From an optimization exercise on the open Yosys and OpenROAD flow, aimed at small area, a short achievable clock period and few clock cycles per item; shortcuts taken in it are not production practice.
Only simulation tests tie the RTL to the original design; equivalence was not proved.
Power is estimated from default activity; no workload was simulated.

==> design/flow/design.v <==
package vfic_pkg;
  localparam int unsigned BatchSize  = 66;
  localparam int unsigned MaxAttribs = 16;
  localparam int unsigned SlotW      = 7;
  localparam int unsigned AttrW      = 4;
  localparam logic [1:0] RegDrawMode = 2'd0;
  localparam logic [1:0] RegAttrMask = 2'd1;
  localparam logic [1:0] RegInCount  = 2'd2;
  localparam logic CmdVertex = 1'b0;
  localparam logic CmdLoad   = 1'b1;
  localparam logic KindSlot  = 1'b0;
  localparam logic KindFetch = 1'b1;
endpackage
module vfic_booth_enc (
  input  logic [15:0] stride_i,
  output logic [8:0]  neg_o,
  output logic [8:0]  one_o,
  output logic [8:0]  two_o
);
  logic [18:0] s;
  assign s = {2'b00, stride_i, 1'b0};
  always_comb begin
    for (int i = 0; i < 9; i++) begin
      neg_o[i] = s[2*i+2];
      one_o[i] = s[2*i+1] ^ s[2*i];
      two_o[i] = (s[2*i+2] & ~s[2*i+1] & ~s[2*i]) | (~s[2*i+2] & s[2*i+1] & s[2*i]);
    end
  end
endmodule
module vfic_addr_unit (
  input  logic [8:0]  neg_i,
  input  logic [8:0]  one_i,
  input  logic [8:0]  two_i,
  input  logic [31:0] index_i,
  output logic [47:0] sum_o,
  output logic [47:0] carry_o
);
  logic [47:0] r [9];
  logic [32:0] low [9];
  always_comb begin
    for (int i = 0; i < 9; i++) begin
      low[i] = (one_i[i] ? {1'b0, index_i} : 33'd0) | (two_i[i] ? {index_i, 1'b0} : 33'd0);
      low[i] = neg_i[i] ? ~low[i] : low[i];
    end
    r[0] = {(neg_i[0] ? 15'h2aab : 15'h2aac), low[0]};
    for (int i = 1; i < 9; i++) begin
      r[i] = 48'(64'({~neg_i[i], low[i], 1'b0, neg_i[i-1]}) << (2 * i - 2));
    end
  end
  function automatic logic [95:0] csa(input logic [47:0] a, input logic [47:0] b,
                                      input logic [47:0] c);
    logic [47:0] s, cy;
    s  = a ^ b ^ c;
    cy = (a & b) | (a & c) | (b & c);
    csa = {cy[46:0], 1'b0, s};
  endfunction
  logic [47:0] s1a, c1a, s1b, c1b, s1c, c1c, s2a, c2a, s2b, c2b, s3, c3;
  assign {c1a, s1a} = csa(r[0], r[1], r[2]);
  assign {c1b, s1b} = csa(r[3], r[4], r[5]);
  assign {c1c, s1c} = csa(r[6], r[7], r[8]);
  assign {c2a, s2a} = csa(s1a, c1a, s1b);
  assign {c2b, s2b} = csa(c1b, s1c, c1c);
  assign {c3, s3}   = csa(s2a, c2a, s2b);
  assign {carry_o, sum_o} = csa(s3, c3, c2b);
endmodule
module vertex_fetch_index_cache (
  input  logic         clk_i,
  input  logic         rst_ni,
  input  logic         psel,
  input  logic         penable,
  input  logic         pwrite,
  input  logic [3:0]   paddr,
  input  logic [31:0]  pwdata,
  output logic [31:0]  prdata,
  output logic         pready,
  input  logic         s_axis_tvalid,
  output logic         s_axis_tready,
  input  logic [159:0] s_axis_tdata,
  input  logic         s_axis_tuser,
  input  logic         s_axis_tlast,
  output logic         m_axis_tvalid,
  input  logic         m_axis_tready,
  output logic [87:0]  m_axis_tdata,
  output logic         m_axis_tuser,
  output logic         m_axis_tlast
);
  localparam int unsigned SW = vfic_pkg::SlotW;
  localparam int unsigned NB = vfic_pkg::BatchSize;
  localparam int unsigned NA = vfic_pkg::MaxAttribs;
  logic        draw_mode_q;
  logic [15:0] mask_q;
  logic [4:0]  in_count_q;
  logic [21:0] prdata_q;
  assign pready = 1'b1;
  always_ff @(posedge clk_i or negedge rst_ni) begin
    if (!rst_ni) begin
      draw_mode_q <= 1'b0;
      mask_q      <= 16'd0;
      in_count_q  <= 5'd1;
    end else if (psel && penable && pwrite) begin
      unique case (paddr[3:2])
        vfic_pkg::RegDrawMode: draw_mode_q <= pwdata[0];
        vfic_pkg::RegAttrMask: mask_q      <= pwdata[15:0];
        vfic_pkg::RegInCount:  in_count_q  <= pwdata[4:0];
        default: ;
      endcase
    end
  end
  always_ff @(posedge clk_i) begin
    unique case (paddr[3:2])
      vfic_pkg::RegDrawMode: prdata_q <= {21'd0, draw_mode_q};
      vfic_pkg::RegAttrMask: prdata_q <= {6'd0, mask_q};
      vfic_pkg::RegInCount:  prdata_q <= {17'd0, in_count_q};
      default:               prdata_q <= 22'd0;
    endcase
  end
  assign prdata = {10'd0, prdata_q};
  logic [NA-1:0] emask;
  always_comb begin
    for (int j = 0; j < NA; j++) begin
      emask[j] = mask_q[j] && (5'(j) < in_count_q);
    end
  end
  logic          adv;         
  logic          o_v;
  logic          a_v, a_cmd, a_last;
  logic [105:0]  a_pl;        
  logic [31:0]   ctr_q;
  logic [1:0]    q_cnt, q_cnt_d;
  logic          c_v, c_v_d;
  logic          a_to_c, b_vtx, b_load, b_take;
  logic          a_v_d, a_cmd_d;
  logic          p1_v, p1_f, p1_v_d, p1_f_d;
  logic          p2_v, p2_f, p2_v_d, p2_f_d;
  logic          rdy_q, rdy_d, a_free, s_pop;
  logic          in_acc;
  assign adv = !o_v || m_axis_tready;
  assign b_vtx  = c_v && (q_cnt != 2'd2);
  assign a_to_c = a_v && !a_cmd && (!c_v || b_vtx);
  assign b_load = a_v && a_cmd && !c_v && (q_cnt == 2'd0) && !(p1_v && p1_f) &&
                  !(p2_v && p2_f);
  assign b_take = a_to_c || b_load;
  assign c_v_d  = a_to_c || (c_v && !b_vtx);
  assign a_free = !a_v || b_take;
  assign s_axis_tready = rdy_q;
  assign rdy_d = !a_v_d ||
                 (a_cmd_d ? (!c_v_d && q_cnt_d == 2'd0 && !(p1_v_d && p1_f_d) &&
                             !(p2_v_d && p2_f_d)) :
                            (!c_v_d || q_cnt_d != 2'd2));
  assign in_acc = s_axis_tvalid && a_free;
  assign a_v_d   = a_free ? s_axis_tvalid : a_v;
  assign a_cmd_d = a_free ? s_axis_tuser : a_cmd;
  always_ff @(posedge clk_i or negedge rst_ni) begin
    if (!rst_ni) begin
      a_v   <= 1'b0;
      c_v   <= 1'b0;
      ctr_q <= 32'd0;
      rdy_q <= 1'b1;
    end else begin
      a_v   <= a_v_d;
      c_v   <= c_v_d;
      rdy_q <= rdy_d;
      if (in_acc && s_axis_tuser == vfic_pkg::CmdVertex) begin
        ctr_q <= s_axis_tlast ? 32'd0 : ctr_q + 32'd1;
      end
    end
  end
  logic [16:0] in_lo;
  logic [15:0] in_str;
  assign in_lo  = {1'b0, s_axis_tdata[51:36]} + {1'b0, s_axis_tdata[131:116]};
  assign in_str = (s_axis_tdata[115:100] != 16'd0) ? s_axis_tdata[115:100] :
                  {11'd0, s_axis_tdata[152:148]};
  always_ff @(posedge clk_i) begin
    if (a_free) begin
      a_cmd         <= s_axis_tuser;
      a_last        <= s_axis_tlast;
      a_pl[105:32]  <= {s_axis_tdata[35:32], s_axis_tdata[152:148], in_str,
                        s_axis_tdata[147:132], s_axis_tdata[99:67]};
      a_pl[31:0]    <= (s_axis_tuser == vfic_pkg::CmdLoad) ?
                       {s_axis_tdata[66:52], in_lo} :
                       draw_mode_q ? ctr_q : s_axis_tdata[31:0];
    end
  end
  logic [31:0]   tag_q [NB];
  logic [31:0]   a_idx, c_idx;
  logic [NB-1:0] a_eq, c_eq;
  logic          c_eqp, c_last;
  assign a_idx = a_pl[31:0];
  always_comb begin
    for (int i = 0; i < NB; i++) a_eq[i] = (tag_q[i] == a_idx);
  end
  always_ff @(posedge clk_i) begin
    if (a_to_c) begin
      c_idx  <= a_idx;
      c_last <= a_last;
      c_eq   <= a_eq;
      c_eqp  <= (a_idx == c_idx);
    end
  end
  logic [SW-1:0] fill_q, pos_q, fill_e;
  logic [NB-1:0] match;
  logic          pm_q, b_byp;
  logic          b_hit, b_bend;
  logic [SW-1:0] b_enc;
  logic [31:0]   b_idx;
  assign b_idx = c_idx;
  assign b_byp = pm_q && c_eqp;
  always_comb begin
    for (int i = 0; i < NB; i++) match[i] = c_eq[i] && (SW'(i) < fill_q);
  end
  always_comb begin
    b_enc = b_byp ? fill_q : SW'(0);
    for (int i = 0; i < NB; i++) begin
      b_enc = b_enc | (match[i] ? SW'(i) : SW'(0));
    end
  end
  assign b_hit  = (|match) || b_byp;
  assign b_bend = (pos_q >= SW'(NB - 1)) || c_last;
  assign fill_e = fill_q + SW'(pm_q);
  logic [NB-1:0] fill_dec, tag_we;
  always_comb begin
    for (int i = 0; i < NB; i++) fill_dec[i] = (fill_q == SW'(i));
  end
  assign tag_we = pm_q ? {fill_dec[NB-2:0], 1'b0} : fill_dec;
  always_ff @(posedge clk_i) begin
    for (int i = 0; i < NB; i++) begin
      if (tag_we[i]) tag_q[i] <= b_idx;
    end
  end
  always_ff @(posedge clk_i or negedge rst_ni) begin
    if (!rst_ni) begin
      fill_q <= '0;
      pos_q  <= '0;
      pm_q   <= 1'b0;
    end else if (b_vtx && b_bend) begin
      fill_q <= '0;
      pos_q  <= '0;
      pm_q   <= 1'b0;
    end else if (b_vtx) begin
      fill_q <= fill_e;
      pm_q   <= !b_hit;
      pos_q  <= pos_q + SW'(1);
    end
  end
  logic [63:0] d_bo   [NA];
  logic [15:0] d_str  [NA];
  logic [4:0]  d_size [NA];
  logic [3:0]  ld_attr;
  logic [63:0] ld_bo;
  logic [15:0] ld_str;
  logic [4:0]  ld_size;
  assign ld_attr   = a_pl[105:102];
  assign ld_size   = a_pl[101:97];
  assign ld_str    = a_pl[96:81];
  assign ld_bo     = {a_pl[64:17] + {32'd0, a_pl[80:65]} + {47'd0, a_pl[16]}, a_pl[15:0]};
  always_ff @(posedge clk_i) begin
    for (int j = 0; j < NA; j++) begin
      if (b_load && ld_attr == 4'(j)) begin
        d_bo[j]   <= ld_bo;
        d_str[j]  <= ld_str;
        d_size[j] <= ld_size;
      end
    end
  end
  logic [31:0]   q_idx  [2];
  logic [SW-1:0] q_enc  [2];
  logic [SW-1:0] q_fill [2];
  logic [1:0]    q_hit, q_bend;
  logic          q_wp, q_rp;
  logic          q0_new, q0_shift, q1_new;
  logic          h_hit, h_bend;
  logic [SW-1:0] h_slot;
  assign q0_new   = b_vtx && (q_cnt == 2'd0 || (q_cnt == 2'd1 && s_pop));
  assign q0_shift = s_pop && q_cnt == 2'd2;
  assign q1_new   = b_vtx && q_cnt == 2'd1 && !s_pop;
  assign q_cnt_d  = q_cnt + 2'(b_vtx) - 2'(s_pop);
  always_ff @(posedge clk_i) begin
    if (q0_new) begin
      q_idx[0] <= b_idx;
    end else if (q0_shift) begin
      q_idx[0] <= q_idx[1];
    end
    if (q1_new) begin
      q_idx[1] <= b_idx;
    end
    if (b_vtx) begin
      q_enc[q_wp]  <= b_enc;
      q_fill[q_wp] <= fill_e;
      q_hit[q_wp]  <= b_hit;
      q_bend[q_wp] <= b_bend;
    end
  end
  always_ff @(posedge clk_i or negedge rst_ni) begin
    if (!rst_ni) begin
      q_cnt <= 2'd0;
      q_wp  <= 1'b0;
      q_rp  <= 1'b0;
    end else begin
      q_cnt <= q_cnt_d;
      if (b_vtx) q_wp <= !q_wp;
      if (s_pop) q_rp <= !q_rp;
    end
  end
  assign h_hit  = q_hit[q_rp];
  assign h_bend = q_bend[q_rp];
  assign h_slot = h_hit ? q_enc[q_rp] : q_fill[q_rp];
  logic [NA-1:0] rem_q, oh_q, rem_nx;
  logic          s_any, s_issue;
  logic [3:0]    s_j;
  logic [15:0]   s_str;
  logic [8:0]    s_neg, s_one, s_two;
  function automatic logic [NA-1:0] lowest(input logic [NA-1:0] v);
    logic [NA-1:0] below;
    below[0] = 1'b0;
    for (int j = 1; j < NA; j++) below[j] = below[j-1] | v[j-1];
    lowest = v & ~below;
  endfunction
  assign rem_nx  = rem_q & ~oh_q;
  assign s_any   = !h_hit && (rem_q != '0);
  assign s_issue = adv && (q_cnt != 2'd0);
  assign s_pop   = s_issue && !s_any;
  always_comb begin
    s_j   = '0;
    s_str = '0;
    for (int j = 0; j < NA; j++) begin
      s_j   = s_j | (oh_q[j] ? 4'(j) : 4'd0);
      s_str = s_str | (oh_q[j] ? d_str[j] : 16'd0);
    end
  end
  vfic_booth_enc u_enc (
    .stride_i(s_str),
    .neg_o   (s_neg),
    .one_o   (s_one),
    .two_o   (s_two)
  );
  always_ff @(posedge clk_i or negedge rst_ni) begin
    if (!rst_ni) begin
      rem_q <= '0;
      oh_q  <= '0;
    end else if (q_cnt == 2'd0 || s_pop) begin
      rem_q <= emask;
      oh_q  <= lowest(emask);
    end else if (s_issue) begin
      rem_q <= rem_nx;
      oh_q  <= lowest(rem_nx);
    end
  end
  logic          p1_hit, p1_bend;
  logic [3:0]    p1_j;
  logic [SW-1:0] p1_slot;
  logic [8:0]    p1_neg, p1_one, p1_two;
  logic [47:0]   p1_sum, p1_carry;
  assign p1_v_d = adv ? (q_cnt != 2'd0) : p1_v;
  assign p1_f_d = adv ? s_any : p1_f;
  always_ff @(posedge clk_i or negedge rst_ni) begin
    if (!rst_ni) begin
      p1_v <= 1'b0;
    end else begin
      p1_v <= p1_v_d;
    end
  end
  always_ff @(posedge clk_i) begin
    p1_f <= p1_f_d;
    if (adv) begin
      p1_j    <= s_j;
      p1_slot <= h_slot;
      p1_hit  <= h_hit;
      p1_bend <= h_bend;
      p1_neg  <= s_neg;
      p1_one  <= s_one;
      p1_two  <= s_two;
    end
  end
  vfic_addr_unit u_mul (
    .neg_i  (p1_neg),
    .one_i  (p1_one),
    .two_i  (p1_two),
    .index_i(q_idx[0]),
    .sum_o  (p1_sum),
    .carry_o(p1_carry)
  );
  logic          p2_hit, p2_bend;
  logic [3:0]    p2_j;
  logic [SW-1:0] p2_slot;
  logic [47:0]   p2_sum, p2_carry, p2_prod;
  assign p2_v_d = adv ? p1_v : p2_v;
  assign p2_f_d = adv ? p1_f : p2_f;
  always_ff @(posedge clk_i or negedge rst_ni) begin
    if (!rst_ni) begin
      p2_v <= 1'b0;
    end else begin
      p2_v <= p2_v_d;
    end
  end
  always_ff @(posedge clk_i) begin
    p2_f <= p2_f_d;
    if (adv) begin
      p2_j     <= p1_j;
      p2_slot  <= p1_slot;
      p2_hit   <= p1_hit;
      p2_bend  <= p1_bend;
      p2_sum   <= p1_sum;
      p2_carry <= p1_carry;
    end
  end
  assign p2_prod = p2_sum + p2_carry;
  logic          p3_v, p3_f, p3_hit, p3_bend;
  logic [3:0]    p3_j;
  logic [SW-1:0] p3_slot;
  logic [4:0]    p3_size;
  logic [47:0]   p3_prod;
  logic [63:0]   p3_bo, p3_addr;
  always_ff @(posedge clk_i or negedge rst_ni) begin
    if (!rst_ni) begin
      p3_v <= 1'b0;
    end else if (adv) begin
      p3_v <= p2_v;
    end
  end
  always_ff @(posedge clk_i) begin
    if (adv) begin
      p3_f    <= p2_f;
      p3_j    <= p2_f ? p2_j : 4'd0;
      p3_slot <= p2_slot;
      p3_hit  <= p2_hit;
      p3_bend <= p2_bend && !p2_f;
      p3_prod <= p2_f ? p2_prod : 48'd0;
      p3_bo   <= p2_f ? d_bo[p2_j] : 64'd0;
      p3_size <= p2_f ? d_size[p2_j] : 5'd0;
    end
  end
  assign p3_addr = p3_bo + {16'd0, p3_prod};
  logic [87:0] od_q;
  logic        ou_q, ol_q;
  always_ff @(posedge clk_i or negedge rst_ni) begin
    if (!rst_ni) begin
      o_v <= 1'b0;
    end else if (adv) begin
      o_v <= p3_v;
    end
  end
  always_ff @(posedge clk_i) begin
    if (adv) begin
      od_q <= {6'd0, p3_bend, p3_size, p3_addr, p3_j, p3_hit, p3_slot};
      ou_q <= p3_f;
      ol_q <= !p3_f;
    end
  end
  assign m_axis_tvalid = o_v;
  assign m_axis_tdata  = od_q;
  assign m_axis_tuser  = ou_q;
  assign m_axis_tlast  = ol_q;
endmodule
==> design/flow/flow/run.sh <==
#!/bin/bash
# The standard layout (the standard.sh, standard synthesis unchanged), with
# two layout knobs: repair_timing aims for a larger setup margin, and the port
# buffers are plain buffers instead of the delay cells buffer_ports picks.
# Constraints (clock period, I/O delays, loads) are the standard flow's, untouched.
set -euo pipefail
bash standard.sh \
  SETUP_SLACK_MARGIN=${MARGIN:-6.1} \
  "BUFFER_PORTS_ARGS=-buffer_cell sky130_fd_sc_hd__buf_2" \
  finish > make_finish.log 2>&1
==> design/flow/standard.sh <==
#!/bin/bash
# synth_recipe.tcl (not shown) runs the flow's synth.tcl, then flattens the netlist and writes it again
# the make line also repeats each setting of config.mk as NAME=value (left out here)
make -C /OpenROAD-flow-scripts/flow DESIGN_CONFIG=/design/flow/config.mk WORK_HOME=/design/flow/orfs CLKGATE_MAP_FILE= SYNTH_SCRIPT=/design/flow/synth_recipe.tcl "${@:-finish}"
==> design/flow/config.mk <==
export PLATFORM = sky130hd
export DESIGN_NAME = vertex_fetch_index_cache
export DESIGN_NICKNAME = vertex_fetch_index_cache
export VERILOG_FILES = /design/flow/design.v
export SDC_FILE = /design/flow/constraint.sdc
export NUM_CORES = 4
export LEC_CHECK = 0
export CAP_MARGIN = 20
export CORE_MARGIN = 2
export CORE_UTILIZATION = 40
export CTS_CLUSTER_DIAMETER = 100
export CTS_CLUSTER_SIZE = 30
export SLEW_MARGIN = 20
==> design/flow/constraint.sdc <==
create_clock -name core_clock -period 9.5 [get_ports {clk_i}]
set_input_delay 1.9000 -clock core_clock [delete_from_list [all_inputs] [get_ports {clk_i}]]
set_output_delay 1.9000 -clock core_clock [all_outputs]
set_load 0.01 [all_outputs]
==> summary.txt <==
actual slew at the worst max-slew pin 1.21 ns; placed cell count 18002; die footprint ~0.46 mm^2; post-place setup slack ~4.2 ns; Gate Count Post-Synth around 12000; vias per cell just under 6; crit end category primary output; initial antenna violation count 33; Yosys top cell by area edfxtp_1; clock buffer depth 4; Hold Path Origin p3_slot[6]; Post-DRT Antenna Nets 0; clk sinks 4261; xor-xnor portion of the synthesized cell area 12.4%; Inserted Clock Buffers 172; minimum clock period 3.71 ns; HP Class register to register; core area 0.457 mm^2; WL met1 241000 um; delay-heaviest family, CP flip-flops; root buf cell clkbuf_16; met2 WL post-DR around 280000 um; adder-cell share of the synthesized area between 3 and 4%; row count 248; worst r2r src a_pl[16]; Worst Path Required 7.60 ns; top-count cell post-synth edfxtp_1; simple-gate share of the synthesized area under 10%; register bit total from synthesis 4261; buffer and inverter count on the worst path 1; mux share of post-synthesis cell area less than 1%; share of the synthesized area in the top cell type 67.5%; share of cells above drive strength 1 about 15%; Worst Skew roughly 0.092 ns; Routed wire per std cell 32.0 um; setup_tns 0 ns; largest family of logic cells by synthesized area XOR/XNOR gates; drt pass-1 iters 8; Slew Viols, Final 0; Int Power between 40 and 50 mW; cts hold-fix bufs 0; Synth Cell Area 0.184 mm^2; Max FO, Critical Path 3; setup violators final 0; compound-cell area share of the yosys netlist about 6.5%; drt total wl 592000 um; chip width about 700 um; maxcap violations 0; top post-synthesis cells by count edfxtp_1, xor2_1, a22oi_1; status finished clean; maximum vdd drop between 0.8 and 0.9 mV; DR top layer met5; final hold violations 0; Clk network pwr share a little over a tenth; Sw Pwr 37.1 mW; # H-tree levels 4; Final Wtd Congestion around 0.93; dpl cell area 0.195 mm^2; fin worst setup slack roughly 5.8 ns; critical path data arrival time 1.81 ns; Area contributors post-synth edfxtp_1, xor2_1, a22oi_1; Setup crit start kind register; FFs w/ async S/R, synth 2.61%; Seq pwr share 34.4%; GRT overflow 0; RSZ-0062 raised after global routing true; clk latency of the worst-skew pair between 0.9 and 1 ns; Design Area, Final 0.206 mm^2; total vias in the final route 108531; number of warnings issued by yosys 15; headroom to the max-slew limit 19.1%; switching share of total power 43.5%; first-pass GRT wire length 813000 um; Setup Crit Path Kind register to primary output; NumNets Final 12907; post-synthesis sequential area ratio between 60 and 70%; largest net degree at the start of global routing 194; synthesis-to-finish area growth 12.0%; combinational group share of total power 54.6%; DIE HEIGHT 682 um; Static Leakage 69.7 nW; Worst Setup SP od_q[5]; CTS tree done; max incr delay on CP approximately 0.67 ns; Pwr Density roughly 410 mW/mm^2; clock-pin slew of the registers on the worst-case setup and hold paths 0.11 ns; # IOs 330; worst-path cell chain buf_2; DRC viols 0; Top FF cell, synth edfxtp_1; Port Buffer Count between 200 and 300; Total GRT Usage 24.7%; Initial Util between 40% and 50%; fmax around 0.27 GHz; detailed placement HPWL between 300000 and 400000 um; syn_area_per_cell 15.4 um^2; wire length on met3 roughly 48000 um; Initial DRC Count 14220; Critical-path top delay cell edfxtp_1; part of the cycle the worst path needs 39.0%; Yosys cell types 107; Post-synth EDFFs 4131; vias in the first global route 102519; Final Non-Filler Cells 18514
final timing paths:
check,endpoint,slack [ns],cells past startpoint
worst max-delay path,m_axis_tdata[5],5.79,1
worst min-delay path,od_q[6],0.41,0
worst max register to register,d_bo[9][60],5.82,17
worst min register to register,od_q[6],0.41,0
max in group asynchronous,fill_q[1],6.98,3
min in group asynchronous,ctr_q[17],0.80,1
layout make-up:
type | instances | area, um^2
flip-flops and latches | 4261 | 127000
diodes | 17 | 42.5
well taps | 6125 | 7660
clock inverters | 22 | 368
clock buffers | 207 | 4580
fillers | 40116 | 251000
repair buffers | 905 | 8490
inverters | 289 | 1130
multi-input cells | 6688 | 56200
flip-flops by register name (all words and copies together), names as in the netlist, 8 cells and up, named ones only:
name / flops
d_str: 256
ctr_q: 32
rem_q: 16
prdata_q: 16
p1_one: 9
a_pl: 106
q_idx: 64
mask_q: 16
d_size: 80
tag_q: 2112
q_fill: 14
q_enc: 14
d_bo: 1024
oh_q: 15
od_q: 82
p3_bo: 64
c_eq: 66
p3_prod: 48
p2_carry: 43
p2_sum: 48
p1_two: 8
c_idx: 32
metal layers:
metal / track usage, % / up-vias
met5: 0 / -
met4: 7.49 / 2
met3: 2.90 / 891
met2: 40.8 / 5402
met1: 34.2 / 57083
li1: - / 45153
worst reg2reg max path, cell delays in order (launching register included):
cell and delay, ns:
edfxtp_1 0.51, inv_4 0.12, fa_2 0.21, inv_2 0.04
fa_2 0.33, a21o_1 0.18, a21oi_2 0.14, o21ai_1 0.08
a21oi_2 0.16, o21ai_2 0.10, a211oi_4 0.30, o221ai_4 0.21
a21o_4 0.27, and3_4 0.19, buf_12 0.14, buf_12 0.14
nand3_4 0.15, xnor2_4 0.13
cell usage in the layout, fill, tap and decap left out, drive strengths merged, types with 15 or more instances in the layout:
cell type	Yosys	final
a211oi	26	26
a21o	80	80
a21oi	225	225
a221oi	96	96
a22o	94	94
a22oi	688	688
a31oi	22	22
and2	73	73
and3	46	46
buf	160	892
clkbuf	534	216
clkinv	4	15
conb	2	23
dfrtp	109	109
dfxtp	19	19
diode	0	17
edfxtp	4131	4131
fa	224	224
ha	161	161
inv	285	291
mux2	60	60
mux2i	41	41
nand2	264	265
nand2b	42	42
nand3	156	156
nand4	254	254
nor2	338	340
nor2b	47	47
nor3	60	60
nor4	559	559
o21a	21	21
o21ai	214	214
o21bai	21	21
o221a	68	68
or3	18	18
xnor2	326	340
xor2	2276	2276
cells by family after synthesis:
| family | after synthesis |
|---|---|
| flops | 4261 |
| mux | 101 |
| other cells | 2 |
| simple gates | 1905 |
| compound gates | 1653 |
| xor+xnor | 2602 |
| buf+inv | 983 |
| fa+ha+maj | 387 |
what timing repair did:
item | 4_1_cts | 5_1_grt
pin swaps | 154 | 165
setup buffers | 166 | 56
endpoints found under the hold margin | 0 | 0
setup endpoints to repair | 1865 | 1073
gates cloned | 29 | 10
resized for setup | 375 | 231
per-stage QoR:
| step | util (%) | hold slack (ns) | power [mW] |
|---|---|---|---|
| after floorplan | - | 0.400 | 53.7 |
| after global placement | 42.6 | 0.400 | 71.3 |
| after detailed placement | 42.6 | 0.405 | 72.0 |
| after CTS | 44.6 | 0.414 | 83.4 |
| after global routing | 45.0 | 0.424 | 89.9 |
| final | 45.0 | 0.413 | 85.2 |
power groups by stage:
| stage | logic [mW] | clock network, mW | registers (mW) |
|---|---|---|---|
| 2_1_floorplan | 24.0 | 0 | 29.7 |
| 3_3_place_gp | 41.3 | 0 | 30.0 |
| 3_5_place_dp | 42.0 | 0 | 30.0 |
| 4_1_cts | 44.7 | 9.44 | 29.3 |
| 5_1_grt | 50.4 | 10.0 | 29.4 |
| 6_report | 46.5 | 9.35 | 29.3 |
Testbench counts, summed over its fixed seeds: cycles 64,562, vertices 22,812.

re-timing with driven ports:
No port has a modelled driver above. Below, the same layout with a new extraction and two added sets of constraints.
Step 1 sets driving cells, clkbuf_16 on the clock port and buf_2 on the other inputs (assumed; they add their load-dependent delay and slew).
Step 2 moves the port delays by t, midway between the first and last clock arrival at a register: inputs arrive t later, outputs are due t later. That takes back most of the time a late clock gives input paths.
a / b / c = no drivers / after step 1 / after step 2; a / b = the first two.
shift t [ns]: 1.054
slack for setup (ns): 5.793 / 5.668 / 5.074
worst hold slack (ns): 0.413 / 0.413 / 0.413
worst setup path at the end: input to register
clock arrival spread, ns: 0.093 / 0.093
After both steps this run still meets setup and hold. For this run, drivers alone change the setup slack by -0.125 ns; drivers and shift together by -0.719 ns.
